What follows belongs to an exercise in optimizing a design on an open flow for small area, a short achievable clock period and few clock cycles per item; a production flow would make more cautious choices. In this exercise RTL edits were held to simulation tests only and were not proved equivalent to the original.

==> inputs of build 72 <==
## mdc_top
module mdc_top (
    input  logic                        clk,
    input  logic                        rst_n,
    input  logic                        in_valid,
    input  logic [15-1:0]      in_data,
    input  logic [9-1:0] in_mode,
    output logic                        out_valid,
    output logic [207-1:0]       out_data
);
export LEC_CHECK = 0
export CAP_MARGIN = 20
export CORE_MARGIN = 2
export CORE_UTILIZATION = 40
export SLEW_MARGIN = 20
export SYNTH_HIERARCHICAL = 1
export SYNTH_MINIMUM_KEEP_SIZE = 0
create_clock -name core_clock -period 20.0 [get_ports {clk}]
standard.sh (not shown) runs the stock make flow with config.mk's settings and CLKGATE_MAP_FILE= SYNTH_SCRIPT=/design/flow/synth_recipe.tcl, a recipe that flattens the netlist after the stock synthesis.
==> flow/flow/run.sh <==
#!/bin/bash
# Standard synthesis and layout, with the resizer's setup repair aimed at
# a tighter slack than the clock period alone asks for. Each tool's full
# output goes to a log file in this folder (ORFS keeps its per-step logs
# under orfs/logs as well).
set -euo pipefail
MARGIN=$(cat flow/margin.txt)
bash standard.sh SETUP_SLACK_MARGIN="$MARGIN" finish > flow_make.log 2>&1
==> flow/flow/margin.txt <==
14
==> build 2: changes against build 72 <==
==> flow/flow/margin.txt (replaced) <==
15
==> build 77: changes against build 72 <==
==> flow/flow/margin.txt (replaced) <==
13
==> comparison table <==
| item | build 72 | build 2 | build 77 |
|---|---|---|---|
| Tot GR Track Use | 25.9% | 26.9% | 24.4% |
| Global routing usage on met1 | 33.6% | 34.5% | 32.2% |
| Max Fclk | 159 MHz | 156 MHz | 146 MHz |
| Buffers plus inverters on the worst setup path | 5 | 4 | 2 |
| Final clock-cell share | 3.21% | 3.03% | 3.64% |
| Number of cells on the critical path | 21 | 20 | 3 |
| Proportion of cell area occupied by multi-input gates | 58.5% | 58.3% | 59.3% |
| Layout multi-input combinational cell count | 3,091 | 3,100 | 3,075 |
| Post-Route Utilization | 51.0% | 54.5% | 45.1% |
| Met3 wire length | 13,300 microns | 11,400 microns | 9380 microns |
| Topmost layer with routed signal wires | met5 | met5 | met4 |
| Status | finished clean | finished clean | finished clean |
| Critical path capture point | res_q[90]$_DFFE_PP_ | res_q[202]$_DFFE_PP_ | out_data[82] |
| Final wirelength | 159,000 microns | 165,000 microns | 142,000 microns |
| Arrival time at the worst endpoint | 6.78 ns | 6.90 ns | 2.83 ns |
| Post-CTS repair timing setup buffer count | 135 | 253 | 0 |
| Antenna diode count | 4 | 3 | 6 |
| Number of resized instances in the post-cts repair step | 713 | 938 | 20 |
Testbench counts of build 72, summed over its fixed seeds: cycles 42,002, matrices 2,400.
Testbench counts of build 2, summed over its fixed seeds: cycles 42,002, matrices 2,400.
Testbench counts of build 77, summed over its fixed seeds: cycles 42,002, matrices 2,400.

* * *

==> build 62: inputs <==
Another version of the RTL of mdc_top (not shown whole).
==> flow/config.mk <==
export PLATFORM = sky130hd
export DESIGN_NAME = mdc_top
export DESIGN_NICKNAME = mdc_top
export VERILOG_FILES = /design/flow/design.v
export SDC_FILE = /design/flow/constraint.sdc
export NUM_CORES = 4
export LEC_CHECK = 0
export CAP_MARGIN = 20
export CORE_MARGIN = 2
export CORE_UTILIZATION = 40
export SLEW_MARGIN = 20
export SYNTH_HIERARCHICAL = 1
export SYNTH_MINIMUM_KEEP_SIZE = 0
==> flow/constraint.sdc <==
create_clock -name core_clock -period 20.0 [get_ports {clk}]
set_input_delay 4.0000 -clock core_clock [delete_from_list [all_inputs] [get_ports {clk}]]
set_output_delay 4.0000 -clock core_clock [all_outputs]
set_load 0.01 [all_outputs]
==> flow/flow/run.sh <==
#!/bin/bash
# Standard synthesis and layout, with two changes to how the layout is
# made: the ports get plain buffers (buf_2) instead of the delay-cell
# buffers buffer_ports picks by default, and the resizer's setup repair
# aims at a tighter slack than the clock period alone asks for. Each
# tool's full output goes to a log file in this folder (ORFS keeps its
# per-step logs under orfs/logs as well).
set -euo pipefail
MARGIN=$(cat flow/margin.txt)
bash standard.sh SETUP_SLACK_MARGIN="$MARGIN" \
    BUFFER_PORTS_ARGS="-buffer_cell sky130_fd_sc_hd__buf_2" finish > flow_make.log 2>&1
==> flow/flow/margin.txt <==
14.25
==> inputs of trial 12, as changes to build 62 <==
--- a/flow/design.v
+++ b/flow/design.v
@@ -390,15 +390,15 @@
     wire [21:0] row_b = {n_352, n_350, n_348, n_346, n_344, n_342, n_340, n_338, n_336, n_334, n_332, 1'b0, n_304, n_302, 1'b0, n_260, 1'b0, n_204, 1'b0, 1'b0, n_12, 1'b0};
     assign p = row_a + row_b;
 endmodule
 module mdc_mul_sub (
     input  logic [10:0] xn,
     input  logic [10:0] yn,
     input  logic [21:0] s,
-    output logic [21:0] dn
+    output logic [21:0] d
 );
     wire n_1 = ~(xn[0] | yn[0]);
     wire n_2 = ~(xn[0] | yn[1]);
     wire n_3 = ~(xn[0] | yn[2]);
     wire n_4 = ~(xn[0] | yn[3]);
     wire n_5 = ~(xn[0] | yn[4]);
     wire n_6 = ~(xn[0] | yn[5]);
@@ -807,21 +807,21 @@
     wire n_409 = n_381 & n_382;
     wire n_410 = n_384 ^ n_383;
     wire n_411 = n_384 & n_383;
     wire n_412 = n_386 ^ n_385;
     wire n_413 = n_386 & n_385;
     wire [21:0] row_a = {n_411, n_409, n_407, n_405, n_403, n_401, n_399, n_397, n_395, n_393, n_391, n_389, n_388, n_359, n_357, n_356, n_309, n_308, n_241, n_240, n_145, n_144};
     wire [21:0] row_b = {n_412, n_410, n_408, n_406, n_404, n_402, n_400, n_398, n_396, n_394, n_392, n_390, 1'b0, n_360, n_358, 1'b0, n_310, 1'b0, n_242, 1'b0, n_146, 1'b0};
-    assign dn = ~(row_a + row_b);
+    assign d = row_a + row_b;
 endmodule
 module mdc_mac_unit (
     input  logic [10:0] xn,
     input  logic [21:0] yn,
     input  logic [33:0] z,
-    output logic [33:0] accn
+    output logic [33:0] acc
 );
     wire n_1 = ~(xn[0] | yn[0]);
     wire n_2 = ~(xn[0] | yn[1]);
     wire n_3 = ~(xn[0] | yn[2]);
     wire n_4 = ~(xn[0] | yn[3]);
     wire n_5 = ~(xn[0] | yn[4]);
     wire n_6 = ~(xn[0] | yn[5]);
@@ -1613,15 +1613,15 @@
     wire n_792 = n_741 & n_740;
     wire n_793 = n_743 ^ n_742;
     wire n_794 = n_743 & n_742;
     wire n_795 = n_744 ^ n_745;
     wire n_796 = n_744 & n_745;
     wire [33:0] row_a = {n_794, n_792, n_790, n_788, n_786, n_784, n_782, n_780, n_778, n_776, n_774, n_772, n_770, n_768, n_766, n_764, n_762, n_760, n_758, n_756, n_754, n_752, n_750, n_748, n_747, n_694, n_692, n_691, n_598, n_597, n_462, n_461, n_277, n_243};
     wire [33:0] row_b = {n_795, n_793, n_791, n_789, n_787, n_785, n_783, n_781, n_779, n_777, n_775, n_773, n_771, n_769, n_767, n_765, n_763, n_761, n_759, n_757, n_755, n_753, n_751, n_749, 1'b0, n_695, n_693, 1'b0, n_599, 1'b0, n_463, 1'b0, 1'b0, n_1};
-    assign accn = ~(row_a + row_b);
+    assign acc = row_a + row_b;
 endmodule
 `timescale 1ns/1ps
 module mdc_top (
     input  logic                        clk,
     input  logic                        rst_n,
     input  logic                        in_valid,
     input  logic [15-1:0]      in_data,
@@ -1635,15 +1635,15 @@
     logic [4:0] t_q;
     logic [4:0] t_nx;
     logic       det3_q;
     logic       start;
     logic       mode_det3;
     assign start = in_valid && (t_q == 5'd0 || t_q >= 5'd16);
     localparam int NOV = 4;
-    logic [NOV-1:0] ovn_q;
+    logic [NOV-1:0] ov_q;
     logic           fin;
     logic [4:0]     t_p1, t_p2, t_p3;
     logic           fin1, fin2, fin3;
     logic           f1_q, f2_q, f2b_q, f3_q, f3b_q, f3c_q;
     assign t_p1 = t_q + 5'd1;
     assign t_p2 = t_q + 5'd2;
     assign t_p3 = t_q + 5'd3;
@@ -1661,29 +1661,29 @@
             t_nx = t_q + 5'd1;
         end
     end
     always_ff @(posedge clk or negedge rst_n) begin
         if (!rst_n) begin
             t_q       <= 5'd0;
             out_valid <= 1'b0;
-            ovn_q     <= '1;
+            ov_q      <= '0;
             {f1_q, f2_q, f2b_q, f3_q, f3b_q, f3c_q} <= '0;
         end else begin
             t_q       <= t_nx;
             out_valid <= fin;
             f1_q      <= fin1;
             f2_q      <= fin2;
             f2b_q     <= f2_q;
             f3_q      <= fin3;
             f3b_q     <= f3_q;
             f3c_q     <= f3b_q;
-            ovn_q[0]  <= ~fin;
-            ovn_q[1]  <= ~f1_q;
-            ovn_q[2]  <= ~f2b_q;
-            ovn_q[3]  <= ~f3c_q;
+            ov_q[0]   <= fin;
+            ov_q[1]   <= f1_q;
+            ov_q[2]   <= f2b_q;
+            ov_q[3]   <= f3c_q;
         end
     end
     logic [9-1:0] mraw_q;
     always_ff @(posedge clk) begin
         if (start) mraw_q <= in_mode;
         det3_q <= mode_det3;
     end
@@ -1726,34 +1726,34 @@
         if (start)                   r0_q[0] <= elem;
         if (in_valid && t_q == 5'd1) r0_q[1] <= elem;
         if (in_valid && t_q == 5'd2) r0_q[2] <= elem;
         if (in_valid && t_q == 5'd3) r0_q[3] <= elem;
     end
     logic [EW-1:0]        xan, yan, xbn, ybn;
     logic signed [MW-1:0] pb, pb_q;
-    logic [MW-1:0]        minor_n;    
+    logic signed [MW-1:0] minor;
     assign xbn = c_mb ? dn_q[7] : dn_q[3];
     assign ybn = c_mb ? dn_q[1] : dn_q[0];
     assign xan = c_ma ? dn_q[6] : dn_q[5];
     assign yan = c_ma ? dn_q[4] : dn_q[0];
     mdc_mul     u_mul_b (.xn(xbn), .yn(ybn), .p(pb));
-    mdc_mul_sub u_mul_a (.xn(xan), .yn(yan), .s(pb_q), .dn(minor_n));
+    mdc_mul_sub u_mul_a (.xn(xan), .yn(yan), .s(pb_q), .d(minor));
     always_ff @(posedge clk) begin
         pb_q <= pb;
     end
-    logic [MW-1:0]        m01n_q, m12n_q;
+    logic signed [MW-1:0] m01_q, m12_q;
     always_ff @(posedge clk) begin
-        if (c_m01) m01n_q <= minor_n;
-        if (c_m12) m12n_q <= minor_n;
+        if (c_m01) m01_q <= minor;
+        if (c_m12) m12_q <= minor;
     end
-    logic [207-1:0] resn_q;
+    logic [207-1:0] res_q;
     logic signed [AW-1:0] slot [0:3];
     always_comb begin
         for (int s = 0; s < 4; s++) begin
-            slot[s] = ~resn_q[s * 51 +: AW];
+            slot[s] = res_q[s * 51 +: AW];
         end
     end
     logic n_x_el_0, n_x_dq_0, n_x_r0_0, n_x_r1_0, n_x_r2_0;
     logic n_y_mn_0, n_y_m01_0, n_y_hd_0;
     logic n_x_el_1, n_x_dq_1, n_x_r1_1, n_x_r2_1, n_x_r3_1;
     logic n_y_mn_1, n_y_m12_1, n_y_hd_1;
     always_comb begin
@@ -1780,50 +1780,49 @@
         x0n_q <= n_x_dq_0 ? dn_q[0] :
                  ~(({EW{n_x_r0_0}} & r0_q[0]) | ({EW{n_x_r1_0}} & r0_q[1]) |
                    ({EW{n_x_r2_0}} & r0_q[2]) | ({EW{n_x_el_0}} & elem));
         x1n_q <= n_x_dq_1 ? dn_q[0] :
                  ~(({EW{n_x_r1_1}} & r0_q[1]) | ({EW{n_x_r2_1}} & r0_q[2]) |
                    ({EW{n_x_r3_1}} & r0_q[3]) | ({EW{n_x_el_1}} & elem));
         if (!n_y_hd_0) begin
-            y0n_q <= ({MW{n_y_mn_0}} & minor_n) | ({MW{n_y_m01_0}} & m01n_q);
+            y0n_q <= ~(({MW{n_y_mn_0}} & minor) | ({MW{n_y_m01_0}} & m01_q));
         end
         if (!n_y_hd_1) begin
-            y1n_q <= ({MW{n_y_mn_1}} & minor_n) | ({MW{n_y_m12_1}} & m12n_q);
+            y1n_q <= ~(({MW{n_y_mn_1}} & minor) | ({MW{n_y_m12_1}} & m12_q));
         end
     end
-    logic [AW-1:0]        z0, acc0_n;
+    logic signed [AW-1:0] z0, acc0;
     logic                 we0_s3, we0_s1;
     assign z0 = ({AW{c0_zs3}} & slot[3]) | ({AW{c0_zs1}} & slot[1]);
     assign we0_s3 = c0_ws3;
     assign we0_s1 = c0_ws1;
-    mdc_mac_unit u_mac0 (.xn(x0n_q), .yn(y0n_q), .z(z0), .accn(acc0_n));
-    logic [AW-1:0]        z1, acc1_n;
+    mdc_mac_unit u_mac0 (.xn(x0n_q), .yn(y0n_q), .z(z0), .acc(acc0));
+    logic signed [AW-1:0] z1, acc1;
     logic                 we1_s2, we1_s0;
     assign z1 = ({AW{c1_zs2}} & slot[2]) | ({AW{c1_zs0}} & slot[0]);
     assign we1_s2 = c1_ws2;
     assign we1_s0 = c1_ws0;
-    mdc_mac_unit u_mac1 (.xn(x1n_q), .yn(y1n_q), .z(z1), .accn(acc1_n));
+    mdc_mac_unit u_mac1 (.xn(x1n_q), .yn(y1n_q), .z(z1), .acc(acc1));
     logic sh_en;
     assign sh_en = c_sh;
     localparam int W3 = 51;
     localparam int W2 = 23;
     logic [207-1:0] sh_d, ac_d, we_b, res_d;
-    assign sh_d = {resn_q[207-W2-1:0], {(W2 - MW){minor_n[MW-1]}}, minor_n};
-    assign ac_d = {3'b111,
-                   {(W3 - AW){acc0_n[AW-1]}}, acc0_n, {(W3 - AW){acc1_n[AW-1]}}, acc1_n,
-                   {(W3 - AW){acc0_n[AW-1]}}, acc0_n, {(W3 - AW){acc1_n[AW-1]}}, acc1_n};
+    assign sh_d = {res_q[207-W2-1:0], {(W2 - MW){minor[MW-1]}}, minor};
+    assign ac_d = {3'b000,
+                   {(W3 - AW){acc0[AW-1]}}, acc0, {(W3 - AW){acc1[AW-1]}}, acc1,
+                   {(W3 - AW){acc0[AW-1]}}, acc0, {(W3 - AW){acc1[AW-1]}}, acc1};
     assign we_b = {3'b000, {W3{we0_s3}}, {W3{we1_s2}}, {W3{we0_s1}}, {W3{we1_s0}}};
     assign res_d = ({207{sh_en}} & sh_d) | (we_b & ac_d);
     always_ff @(posedge clk) begin
         for (int b = 0; b < 207; b++) begin
-            if (sh_en || we_b[b]) resn_q[b] <= res_d[b];
+            if (sh_en || we_b[b]) res_q[b] <= res_d[b];
         end
     end
+    logic [207-1:0] res_g;
+    assign res_g = {det3_q ? 3'b000 : res_q[207-1 -: 3], res_q[207-4:0]};
     always_comb begin
-        for (int b = 0; b < 207 - 3; b++) begin
-            out_data[b] = ~(resn_q[b] | ovn_q[b * NOV / 207]);
-        end
-        for (int b = 207 - 3; b < 207; b++) begin
-            out_data[b] = ~(resn_q[b] | ovn_q[NOV - 1] | det3_q);
+        for (int b = 0; b < 207; b++) begin
+            out_data[b] = ov_q[b * NOV / 207] & res_g[b];
         end
     end
 endmodule
==> inputs of trial 35, as changes to build 62 <==
--- a/flow/design.v
+++ b/flow/design.v
@@ -390,15 +390,15 @@
     wire [21:0] row_b = {n_352, n_350, n_348, n_346, n_344, n_342, n_340, n_338, n_336, n_334, n_332, 1'b0, n_304, n_302, 1'b0, n_260, 1'b0, n_204, 1'b0, 1'b0, n_12, 1'b0};
     assign p = row_a + row_b;
 endmodule
 module mdc_mul_sub (
     input  logic [10:0] xn,
     input  logic [10:0] yn,
     input  logic [21:0] s,
-    output logic [21:0] dn
+    output logic [21:0] d
 );
     wire n_1 = ~(xn[0] | yn[0]);
     wire n_2 = ~(xn[0] | yn[1]);
     wire n_3 = ~(xn[0] | yn[2]);
     wire n_4 = ~(xn[0] | yn[3]);
     wire n_5 = ~(xn[0] | yn[4]);
     wire n_6 = ~(xn[0] | yn[5]);
@@ -807,21 +807,21 @@
     wire n_409 = n_381 & n_382;
     wire n_410 = n_384 ^ n_383;
     wire n_411 = n_384 & n_383;
     wire n_412 = n_386 ^ n_385;
     wire n_413 = n_386 & n_385;
     wire [21:0] row_a = {n_411, n_409, n_407, n_405, n_403, n_401, n_399, n_397, n_395, n_393, n_391, n_389, n_388, n_359, n_357, n_356, n_309, n_308, n_241, n_240, n_145, n_144};
     wire [21:0] row_b = {n_412, n_410, n_408, n_406, n_404, n_402, n_400, n_398, n_396, n_394, n_392, n_390, 1'b0, n_360, n_358, 1'b0, n_310, 1'b0, n_242, 1'b0, n_146, 1'b0};
-    assign dn = ~(row_a + row_b);
+    assign d = row_a + row_b;
 endmodule
 module mdc_mac_unit (
     input  logic [10:0] xn,
     input  logic [21:0] yn,
     input  logic [33:0] z,
-    output logic [33:0] accn
+    output logic [33:0] acc
 );
     wire n_1 = ~(xn[0] | yn[0]);
     wire n_2 = ~(xn[0] | yn[1]);
     wire n_3 = ~(xn[0] | yn[2]);
     wire n_4 = ~(xn[0] | yn[3]);
     wire n_5 = ~(xn[0] | yn[4]);
     wire n_6 = ~(xn[0] | yn[5]);
@@ -1613,15 +1613,15 @@
     wire n_792 = n_741 & n_740;
     wire n_793 = n_743 ^ n_742;
     wire n_794 = n_743 & n_742;
     wire n_795 = n_744 ^ n_745;
     wire n_796 = n_744 & n_745;
     wire [33:0] row_a = {n_794, n_792, n_790, n_788, n_786, n_784, n_782, n_780, n_778, n_776, n_774, n_772, n_770, n_768, n_766, n_764, n_762, n_760, n_758, n_756, n_754, n_752, n_750, n_748, n_747, n_694, n_692, n_691, n_598, n_597, n_462, n_461, n_277, n_243};
     wire [33:0] row_b = {n_795, n_793, n_791, n_789, n_787, n_785, n_783, n_781, n_779, n_777, n_775, n_773, n_771, n_769, n_767, n_765, n_763, n_761, n_759, n_757, n_755, n_753, n_751, n_749, 1'b0, n_695, n_693, 1'b0, n_599, 1'b0, n_463, 1'b0, 1'b0, n_1};
-    assign accn = ~(row_a + row_b);
+    assign acc = row_a + row_b;
 endmodule
 `timescale 1ns/1ps
 module mdc_top (
     input  logic                        clk,
     input  logic                        rst_n,
     input  logic                        in_valid,
     input  logic [15-1:0]      in_data,
@@ -1635,15 +1635,15 @@
     logic [4:0] t_q;
     logic [4:0] t_nx;
     logic       det3_q;
     logic       start;
     logic       mode_det3;
     assign start = in_valid && (t_q == 5'd0 || t_q >= 5'd16);
     localparam int NOV = 4;
-    logic [NOV-1:0] ovn_q;
+    logic [NOV-1:0] ov_q;
     logic           fin;
     logic [4:0]     t_p1, t_p2, t_p3;
     logic           fin1, fin2, fin3;
     logic           f1_q, f2_q, f2b_q, f3_q, f3b_q, f3c_q;
     assign t_p1 = t_q + 5'd1;
     assign t_p2 = t_q + 5'd2;
     assign t_p3 = t_q + 5'd3;
@@ -1661,29 +1661,29 @@
             t_nx = t_q + 5'd1;
         end
     end
     always_ff @(posedge clk or negedge rst_n) begin
         if (!rst_n) begin
             t_q       <= 5'd0;
             out_valid <= 1'b0;
-            ovn_q     <= '1;
+            ov_q      <= '0;
             {f1_q, f2_q, f2b_q, f3_q, f3b_q, f3c_q} <= '0;
         end else begin
             t_q       <= t_nx;
             out_valid <= fin;
             f1_q      <= fin1;
             f2_q      <= fin2;
             f2b_q     <= f2_q;
             f3_q      <= fin3;
             f3b_q     <= f3_q;
             f3c_q     <= f3b_q;
-            ovn_q[0]  <= ~fin;
-            ovn_q[1]  <= ~f1_q;
-            ovn_q[2]  <= ~f2b_q;
-            ovn_q[3]  <= ~f3c_q;
+            ov_q[0]   <= fin;
+            ov_q[1]   <= f1_q;
+            ov_q[2]   <= f2b_q;
+            ov_q[3]   <= f3c_q;
         end
     end
     logic [9-1:0] mraw_q;
     always_ff @(posedge clk) begin
         if (start) mraw_q <= in_mode;
         det3_q <= mode_det3;
     end
@@ -1726,34 +1726,34 @@
         if (start)                   r0_q[0] <= elem;
         if (in_valid && t_q == 5'd1) r0_q[1] <= elem;
         if (in_valid && t_q == 5'd2) r0_q[2] <= elem;
         if (in_valid && t_q == 5'd3) r0_q[3] <= elem;
     end
     logic [EW-1:0]        xan, yan, xbn, ybn;
     logic signed [MW-1:0] pb, pb_q;
-    logic [MW-1:0]        minor_n;    
+    logic signed [MW-1:0] minor;
     assign xbn = c_mb ? dn_q[7] : dn_q[3];
     assign ybn = c_mb ? dn_q[1] : dn_q[0];
     assign xan = c_ma ? dn_q[6] : dn_q[5];
     assign yan = c_ma ? dn_q[4] : dn_q[0];
     mdc_mul     u_mul_b (.xn(xbn), .yn(ybn), .p(pb));
-    mdc_mul_sub u_mul_a (.xn(xan), .yn(yan), .s(pb_q), .dn(minor_n));
+    mdc_mul_sub u_mul_a (.xn(xan), .yn(yan), .s(pb_q), .d(minor));
     always_ff @(posedge clk) begin
         pb_q <= pb;
     end
-    logic [MW-1:0]        m01n_q, m12n_q;
+    logic signed [MW-1:0] m01_q, m12_q;
     always_ff @(posedge clk) begin
-        if (c_m01) m01n_q <= minor_n;
-        if (c_m12) m12n_q <= minor_n;
+        if (c_m01) m01_q <= minor;
+        if (c_m12) m12_q <= minor;
     end
-    logic [207-1:0] resn_q;
+    logic [207-1:0] res_q;
     logic signed [AW-1:0] slot [0:3];
     always_comb begin
         for (int s = 0; s < 4; s++) begin
-            slot[s] = ~resn_q[s * 51 +: AW];
+            slot[s] = res_q[s * 51 +: AW];
         end
     end
     logic n_x_el_0, n_x_dq_0, n_x_r0_0, n_x_r1_0, n_x_r2_0;
     logic n_y_mn_0, n_y_m01_0, n_y_hd_0;
     logic n_x_el_1, n_x_dq_1, n_x_r1_1, n_x_r2_1, n_x_r3_1;
     logic n_y_mn_1, n_y_m12_1, n_y_hd_1;
     always_comb begin
@@ -1780,50 +1780,49 @@
         x0n_q <= n_x_dq_0 ? dn_q[0] :
                  ~(({EW{n_x_r0_0}} & r0_q[0]) | ({EW{n_x_r1_0}} & r0_q[1]) |
                    ({EW{n_x_r2_0}} & r0_q[2]) | ({EW{n_x_el_0}} & elem));
         x1n_q <= n_x_dq_1 ? dn_q[0] :
                  ~(({EW{n_x_r1_1}} & r0_q[1]) | ({EW{n_x_r2_1}} & r0_q[2]) |
                    ({EW{n_x_r3_1}} & r0_q[3]) | ({EW{n_x_el_1}} & elem));
         if (!n_y_hd_0) begin
-            y0n_q <= ({MW{n_y_mn_0}} & minor_n) | ({MW{n_y_m01_0}} & m01n_q);
+            y0n_q <= ~(({MW{n_y_mn_0}} & minor) | ({MW{n_y_m01_0}} & m01_q));
         end
         if (!n_y_hd_1) begin
-            y1n_q <= ({MW{n_y_mn_1}} & minor_n) | ({MW{n_y_m12_1}} & m12n_q);
+            y1n_q <= ~(({MW{n_y_mn_1}} & minor) | ({MW{n_y_m12_1}} & m12_q));
         end
     end
-    logic [AW-1:0]        z0, acc0_n;
+    logic signed [AW-1:0] z0, acc0;
     logic                 we0_s3, we0_s1;
     assign z0 = ({AW{c0_zs3}} & slot[3]) | ({AW{c0_zs1}} & slot[1]);
     assign we0_s3 = c0_ws3;
     assign we0_s1 = c0_ws1;
-    mdc_mac_unit u_mac0 (.xn(x0n_q), .yn(y0n_q), .z(z0), .accn(acc0_n));
-    logic [AW-1:0]        z1, acc1_n;
+    mdc_mac_unit u_mac0 (.xn(x0n_q), .yn(y0n_q), .z(z0), .acc(acc0));
+    logic signed [AW-1:0] z1, acc1;
     logic                 we1_s2, we1_s0;
     assign z1 = ({AW{c1_zs2}} & slot[2]) | ({AW{c1_zs0}} & slot[0]);
     assign we1_s2 = c1_ws2;
     assign we1_s0 = c1_ws0;
-    mdc_mac_unit u_mac1 (.xn(x1n_q), .yn(y1n_q), .z(z1), .accn(acc1_n));
+    mdc_mac_unit u_mac1 (.xn(x1n_q), .yn(y1n_q), .z(z1), .acc(acc1));
     logic sh_en;
     assign sh_en = c_sh;
     localparam int W3 = 51;
     localparam int W2 = 23;
     logic [207-1:0] sh_d, ac_d, we_b, res_d;
-    assign sh_d = {resn_q[207-W2-1:0], {(W2 - MW){minor_n[MW-1]}}, minor_n};
-    assign ac_d = {3'b111,
-                   {(W3 - AW){acc0_n[AW-1]}}, acc0_n, {(W3 - AW){acc1_n[AW-1]}}, acc1_n,
-                   {(W3 - AW){acc0_n[AW-1]}}, acc0_n, {(W3 - AW){acc1_n[AW-1]}}, acc1_n};
+    assign sh_d = {res_q[207-W2-1:0], {(W2 - MW){minor[MW-1]}}, minor};
+    assign ac_d = {3'b000,
+                   {(W3 - AW){acc0[AW-1]}}, acc0, {(W3 - AW){acc1[AW-1]}}, acc1,
+                   {(W3 - AW){acc0[AW-1]}}, acc0, {(W3 - AW){acc1[AW-1]}}, acc1};
     assign we_b = {3'b000, {W3{we0_s3}}, {W3{we1_s2}}, {W3{we0_s1}}, {W3{we1_s0}}};
     assign res_d = ({207{sh_en}} & sh_d) | (we_b & ac_d);
     always_ff @(posedge clk) begin
         for (int b = 0; b < 207; b++) begin
-            if (sh_en || we_b[b]) resn_q[b] <= res_d[b];
+            if (sh_en || we_b[b]) res_q[b] <= res_d[b];
         end
     end
+    logic [207-1:0] res_g;
+    assign res_g = {det3_q ? 3'b000 : res_q[207-1 -: 3], res_q[207-4:0]};
     always_comb begin
-        for (int b = 0; b < 207 - 3; b++) begin
-            out_data[b] = ~(resn_q[b] | ovn_q[b * NOV / 207]);
-        end
-        for (int b = 207 - 3; b < 207; b++) begin
-            out_data[b] = ~(resn_q[b] | ovn_q[NOV - 1] | det3_q);
+        for (int b = 0; b < 207; b++) begin
+            out_data[b] = ov_q[b * NOV / 207] & res_g[b];
         end
     end
 endmodule
==> flow/flow/margin.txt (replaced) <==
14
CORE_UTILIZATION = 50   (was 40)
==> inputs of trial 32, as changes to build 62 <==
==> flow/flow/margin.txt (replaced) <==
14
==> qor summary <==
item	build 62	trial 12	trial 32	trial 35
Result of the run	no timing/DRC/antenna violations	no timing/DRC/antenna violations	no timing/DRC/antenna violations	no timing/DRC/antenna violations
Worst slew slack as a fraction of its limit	0.263	0.256	0.236	0.300
Cells after DPL	5479	5382	5479	5121
Die H	335 µm	335 µm	335 µm	300 µm
Clock latency on the worst-skew pair	0.66 ns	0.67 ns	0.64 ns	0.65 ns
Met3 wirelength from detailed routing	13600 µm	9940 µm	13800 µm	11900 µm
Number of antenna diodes	0	2	0	1
Synthesis-to-finish area growth	17.6%	14.0%	11.5%	10.1%
Wire length of the first global-routing pass	214000 µm	206000 µm	212000 µm	209000 µm
Pin count of the biggest net entering global routing	93	79	85	87
Total clock sinks	510	509	510	509
Routed via count	33800	32200	32800	31500
Endpoint kind of the worst setup timing path	primary output	primary output	primary output	flop
Initial Utilization	0.403	0.403	0.403	0.505
Clock buffer count	70	66	71	73
Aggregate global-route resource usage	0.253	0.243	0.250	0.310
Testbench counts of build 62, summed over its fixed seeds: cycles 42,002, matrices 2,400.
Testbench counts of trial 12, summed over its fixed seeds: cycles 42,002, matrices 2,400.
Testbench counts of trial 35, summed over its fixed seeds: cycles 42,002, matrices 2,400.
Testbench counts of trial 32, summed over its fixed seeds: cycles 42,002, matrices 2,400.

-- static timing again, ports no longer ideal --
The results above use ideal ports. As a check the final layouts listed here were re-extracted and re-timed, cells and wires unchanged. Step 1, drivers: a clkbuf_16 drives clk and a buf_2 each remaining input, both assumed. Step 2, shift: input delay + t, output delay - t, t = (earliest + latest rising clock arrival at the registers) / 2. This alone moves slack from input paths to output paths. Slacks: ideal / step 1 / step 2; pairs: ideal / step 1.
| run | t (ns) | slack for setup (ns) | worst setup path at the end | slew at the worst register clock pin (ns) | cell pins on the clock port's net |
|---|---|---|---|---|---|
| build 72 | 0.696 | 13.696 / 13.696 / 13.428 | input to register | 0.07 / 0.07 | 1 |
| build 2 | 0.687 | 13.576 / 13.576 / 13.576 | register to register | 0.07 / 0.07 | 1 |
| build 77 | 0.691 | 13.165 / 13.091 / 13.239 | register to register | 0.07 / 0.07 | 1 |
| build 62 | 0.706 | 14.151 / 14.075 / 13.519 | input to register | 0.07 / 0.07 | 1 |
| trial 12 | 0.720 | 14.242 / 14.169 / 13.597 | input to register | 0.08 / 0.08 | 1 |
| trial 35 | 0.689 | 14.041 / 14.023 / 13.396 | input to register | 0.07 / 0.07 | 1 |
| trial 32 | 0.689 | 14.049 / 13.977 / 13.356 | input to register | 0.07 / 0.07 | 1 |
After both steps every run listed still meets setup and hold. For trial 32, which loses most, drivers alone change the setup slack by -0.072 ns; drivers and shift together by -0.693 ns.
